What follows belongs to an exercise in optimizing a design on an open flow for small area, a short achievable clock period and few clock cycles per item; a production flow would make more cautious choices. Where RTL was checked, it was by simulation tests only, not by an equivalence proof against the original. Power figures rest on the tool's default switching activity, not on a simulated workload.

== the reference run ==
## nonpreemptive_priority_scheduler_unit
module nonpreemptive_priority_scheduler_unit (
  input  logic              clk,
  input  logic              rst,
  input  logic              jobs_valid,
  output logic              jobs_ready,
  input  logic              jobs_op,
  input  logic [IdW-1:0]    jobs_job_id,
  input  logic [BurstW-1:0] jobs_burst_ms,
  input  logic [PrioW-1:0]  jobs_prio_level,
  output logic              results_valid,
  input  logic              results_ready,
  output logic [KindW-1:0]  results_kind,
  output logic [IdW-1:0]    results_out_id,
  output logic [BurstW-1:0] results_out_burst,
  output logic [PrioW-1:0]  results_out_prio,
  output logic [TimeW-1:0]  results_turnaround,
  output logic [TimeW-1:0]  results_waiting,
  output logic [SumW-1:0]   results_sum_turnaround,
  output logic [SumW-1:0]   results_sum_waiting,
  output logic [DoneW-1:0]  results_jobs_done,
  output logic              results_last
);
  localparam int QD = 16;
  localparam int TD = 3;    
  function automatic logic [1:0] cmp_join(input logic [1:0] hi, input logic [1:0] lo);
    cmp_join = {hi[1] | (hi[0] & lo[1]), hi[0] & lo[0]};
  endfunction
  function automatic logic ge8(input logic [7:0] a, input logic [7:0] b);
    logic [1:0] l0 [8];
    logic [1:0] l1 [4];
    logic [1:0] l2 [2];
    logic [1:0] l3;
    for (int i = 0; i < 8; i++) l0[i] = {a[i] & ~b[i], ~(a[i] ^ b[i])};
    for (int i = 0; i < 4; i++) l1[i] = cmp_join(l0[2*i+1], l0[2*i]);
    for (int i = 0; i < 2; i++) l2[i] = cmp_join(l1[2*i+1], l1[2*i]);
    l3 = cmp_join(l2[1], l2[0]);
    ge8 = l3[1] | l3[0];
  endfunction
  function automatic logic [3:0] inc4(input logic [3:0] a, input logic c);
    logic [3:0] r;
    logic       t;
    t = c;
    for (int i = 0; i < 4; i++) begin
      r[i] = a[i] ^ t;
      t    = t & a[i];
    end
    inc4 = r;
  endfunction
  function automatic logic [3:0] cnt8(input logic [7:0] v);
    logic [7:0] s;
    logic       t;
    s = v;
    t = s[0] & s[1]; s[0] = s[0] | s[1]; s[1] = t;
    t = s[2] & s[3]; s[2] = s[2] | s[3]; s[3] = t;
    t = s[4] & s[5]; s[4] = s[4] | s[5]; s[5] = t;
    t = s[6] & s[7]; s[6] = s[6] | s[7]; s[7] = t;
    t = s[0] & s[2]; s[0] = s[0] | s[2]; s[2] = t;
    t = s[1] & s[3]; s[1] = s[1] | s[3]; s[3] = t;
    t = s[4] & s[6]; s[4] = s[4] | s[6]; s[6] = t;
  ...
Size in the first run: about 1200 flip-flops, about 180 I/O pins, roughly 49000 um2 of cells after synthesis.
==> flow/config.mk <==
export PLATFORM = sky130hd
export DESIGN_NAME = nonpreemptive_priority_scheduler_unit
export DESIGN_NICKNAME = nonpreemptive_priority_scheduler_unit
export VERILOG_FILES = /design/flow/design.v
export SDC_FILE = /design/flow/constraint.sdc
export NUM_CORES = 4
export LEC_CHECK = 0
export CAP_MARGIN = 20
export CORE_MARGIN = 2
export CORE_UTILIZATION = 40
export PLACE_DENSITY = 0.6
export SETUP_SLACK_MARGIN = 2.3
export SLEW_MARGIN = 20
==> flow/constraint.sdc <==
create_clock -name core_clock -period 5.0 [get_ports {clk}]
set_input_delay 1.0000 -clock core_clock [delete_from_list [all_inputs] [get_ports {clk}]]
set_output_delay 1.0000 -clock core_clock [all_outputs]
set_load 0.01 [all_outputs]
standard.sh (not shown) runs the stock make flow with config.mk's settings and CLKGATE_MAP_FILE= SYNTH_SCRIPT=/design/flow/synth_recipe.tcl, a recipe that flattens the netlist after the stock synthesis.
==> flow/flow/run.sh <==
#!/bin/bash
# The standard layout (standard.sh), with two changes passed to ORFS through its
# own variables: the port buffers use a plain buffer cell, and clock tree
# synthesis inserts no dummy loads. Everything else is the standard flow.
set -euo pipefail
export BUFFER_PORTS_ARGS="-buffer_cell sky130_fd_sc_hd__buf_4"
export CTS_ARGS="-sink_clustering_enable -repair_clock_nets -dont_use_dummy_load -buf_list sky130_fd_sc_hd__clkbuf_16 -sink_clustering_size 30 -sink_clustering_max_diameter 60"
bash standard.sh > standard_flow.log 2>&1
Both conditions hold for the reference run: the flow ran to the end and the final layout passed the timing, design-rule and antenna checks.
Testbench counts of the reference run, summed over its fixed seeds: cycles 14,488, items 8,000.
--- input diff the reference run..the trial run ---
--- a/flow/design.v
+++ b/flow/design.v
@@ -90,57 +90,53 @@
     t = s[3] & s[5]; s[3] = s[3] | s[5]; s[5] = t;
     t = s[1] & s[2]; s[1] = s[1] | s[2]; s[2] = t;
     t = s[3] & s[4]; s[3] = s[3] | s[4]; s[4] = t;
     t = s[5] & s[6]; s[5] = s[5] | s[6]; s[6] = t;
     cnt8[3] = s[7];
     cnt8[2] = s[3] & ~s[7];
     cnt8[1] = (s[1] & ~s[3]) | (s[5] & ~s[7]);
     cnt8[0] = (s[0] & ~s[1]) | (s[2] & ~s[3]) | (s[4] & ~s[5]) | (s[6] & ~s[7]);
   endfunction
   function automatic logic [15:0] lowest16(input logic [15:0] v);
     logic [15:0] below;
-    below = {v[14:0], 1'b0};
-    for (int d = 1; d < 16; d = d * 2) begin
-      for (int i = 15; i >= d; i--) below[i] = below[i] | below[i-d];
-    end
+    below[0] = 1'b0;
+    for (int i = 1; i < 16; i++) below[i] = below[i-1] | v[i-1];
     lowest16 = v & ~below;
   endfunction
-  function automatic logic [12:0] add12c(input logic [11:0] a, input logic [11:0] b,
-                                         input logic ci);
-    logic [11:0] p, g, pp, gg;
+  function automatic logic [19:0] add20(input logic [19:0] a, input logic [19:0] b);
+    logic [19:0] p, g, pp, gg;
     p  = a ^ b;
     g  = a & b;
-    g[0] = g[0] | (p[0] & ci);
     pp = p;
     gg = g;
-    for (int d = 1; d < 12; d = d * 2) begin
-      for (int i = 11; i >= d; i--) begin
+    for (int d = 1; d < 20; d = d * 2) begin
+      for (int i = 19; i >= d; i--) begin
         gg[i] = gg[i] | (pp[i] & gg[i-d]);
         pp[i] = pp[i] & pp[i-d];
       end
     end
-    add12c = {gg[11], p ^ {gg[10:0], ci}};
-  endfunction
-  function automatic logic [19:0] add20(input logic [19:0] a, input logic [19:0] b);
-    logic [12:0] lo, h0, h1;
-    lo = add12c({2'b00, a[9:0]}, {2'b00, b[9:0]}, 1'b0);
-    h0 = add12c({2'b00, a[19:10]}, {2'b00, b[19:10]}, 1'b0);
-    h1 = add12c({2'b00, a[19:10]}, {2'b00, b[19:10]}, 1'b1);
-    add20 = {(lo[10] ? h1[9:0] : h0[9:0]), lo[9:0]};
+    add20 = p ^ {gg[18:0], 1'b0};
   endfunction
   function automatic logic [23:0] add24(input logic [23:0] a, input logic [23:0] b);
-    logic [12:0] lo, h0, h1;
-    lo = add12c(a[11:0], b[11:0], 1'b0);
-    h0 = add12c(a[23:12], b[23:12], 1'b0);
-    h1 = add12c(a[23:12], b[23:12], 1'b1);
-    add24 = {(lo[12] ? h1[11:0] : h0[11:0]), lo[11:0]};
+    logic [23:0] p, g, pp, gg;
+    p  = a ^ b;
+    g  = a & b;
+    pp = p;
+    gg = g;
+    for (int d = 1; d < 24; d = d * 2) begin
+      for (int i = 23; i >= d; i--) begin
+        gg[i] = gg[i] | (pp[i] & gg[i-d]);
+        pp[i] = pp[i] & pp[i-d];
+      end
+    end
+    add24 = p ^ {gg[22:0], 1'b0};
   endfunction
   logic            ready_q;      
   logic            ready_s_q;    
   logic            in_ready;
   logic            i_v;
   logic            i_op;
   logic [PrioW-1:0] i_prio;
   logic [3:0]      i_slot;
   logic [JobW-1:0] in_job;
   logic            acc;
   assign in_job = {jobs_job_id, jobs_burst_ms, jobs_prio_level};
@@ -159,27 +155,30 @@
   logic n16, wr_now, drop_now;
   logic [QD-1:0] i_oh;
   assign i_add   = i_v & (i_op == OP_ADD);
   assign i_start = i_v & (i_op == OP_START);
   assign full    = ncnt[4];
   assign do_wr   = i_add & ~full;
   assign do_drop = i_add & full;
   assign do_hand = i_start & (ncnt != 5'd0);
   assign n16      = ~i_start & (full | (f_n15 & do_wr));
   assign wr_now   = acc & (jobs_op == OP_ADD) & ~n16;
   assign drop_now = acc & (jobs_op == OP_ADD) & n16;
+  always_comb begin
+    i_oh = '0;
+    i_oh[i_slot] = 1'b1;
+  end
   always_ff @(posedge clk) begin
     i_op   <= jobs_op;
     i_prio <= jobs_prio_level;
     i_slot <= a_idx;
-    i_oh   <= a_oh;
     if (rst) i_v <= 1'b0;
     else     i_v <= acc;
   end
   logic [QD-1:0] freem;
   logic [3:0]    a_idx, a_idx_n;
   logic [QD-1:0] a_oh, a_oh_n;
   assign freem = ~(vnew | dmask | pmask | (do_wr ? i_oh : '0) | (wr_now ? a_oh : '0));
   always_comb begin
     a_oh_n = lowest16(freem);
     for (int b = 0; b < 4; b++) begin
       a_idx_n[b] = 1'b0;
--- outcome ---
- The trial run finished every stage and its layout cleared the timing, design-rule and antenna checks.
- The trial run vs. the reference run: via count of the first global-routing pass now sits higher, cell count after placement now sits higher.
- In the trial run, the largest stage delay on the critical path came out 130 ps above the value in the reference run.
- The trial run vs the reference run — hold slack dropped 5.6 ps.
- Per the comparison of the trial run with the reference run, wire length saw an increase; per-cell via count in the routed design saw little to no change; highest ir drop seen on vdd saw a decrease; cell count after synthesis saw an increase.
Only the layout flow was run in the trial run; the RTL was not checked for function there.

-- static timing again, ports no longer ideal --
In the flow no input, the clock included, has a driving cell. The finished layouts below were timed again as built, in two steps. Step 1 sets driving cells, clkbuf_16 on the clock port and buf_2 on the other inputs (assumed; they add their load-dependent delay and slew). Step 2, shift: input delay + t, output delay - t, t = (earliest + latest rising clock arrival at the registers) / 2. This alone moves slack from input paths to output paths. Three values: ideal ports, drivers, drivers and shift; two values: the first two.
| run | shift t [ns] | slack for setup (ns) | worst hold slack (ns) | slew at the worst register clock pin (ns) | worst slew at a driven data input, ns |
|---|---|---|---|---|---|
| the reference run | 0.738 | 2.005 / 2.005 / 1.599 | 0.332 / 0.332 / 0.332 | 0.10 / 0.10 | 0.14 |
| the trial run | 0.752 | 1.829 / 1.829 / 1.201 | 0.326 / 0.326 / 0.326 | 0.10 / 0.10 | 0.16 |
After both steps setup and hold are still met in every run listed. The setup slack of the trial run, which loses most, moves by 0.000 ns with the drivers and by -0.628 ns with both steps.
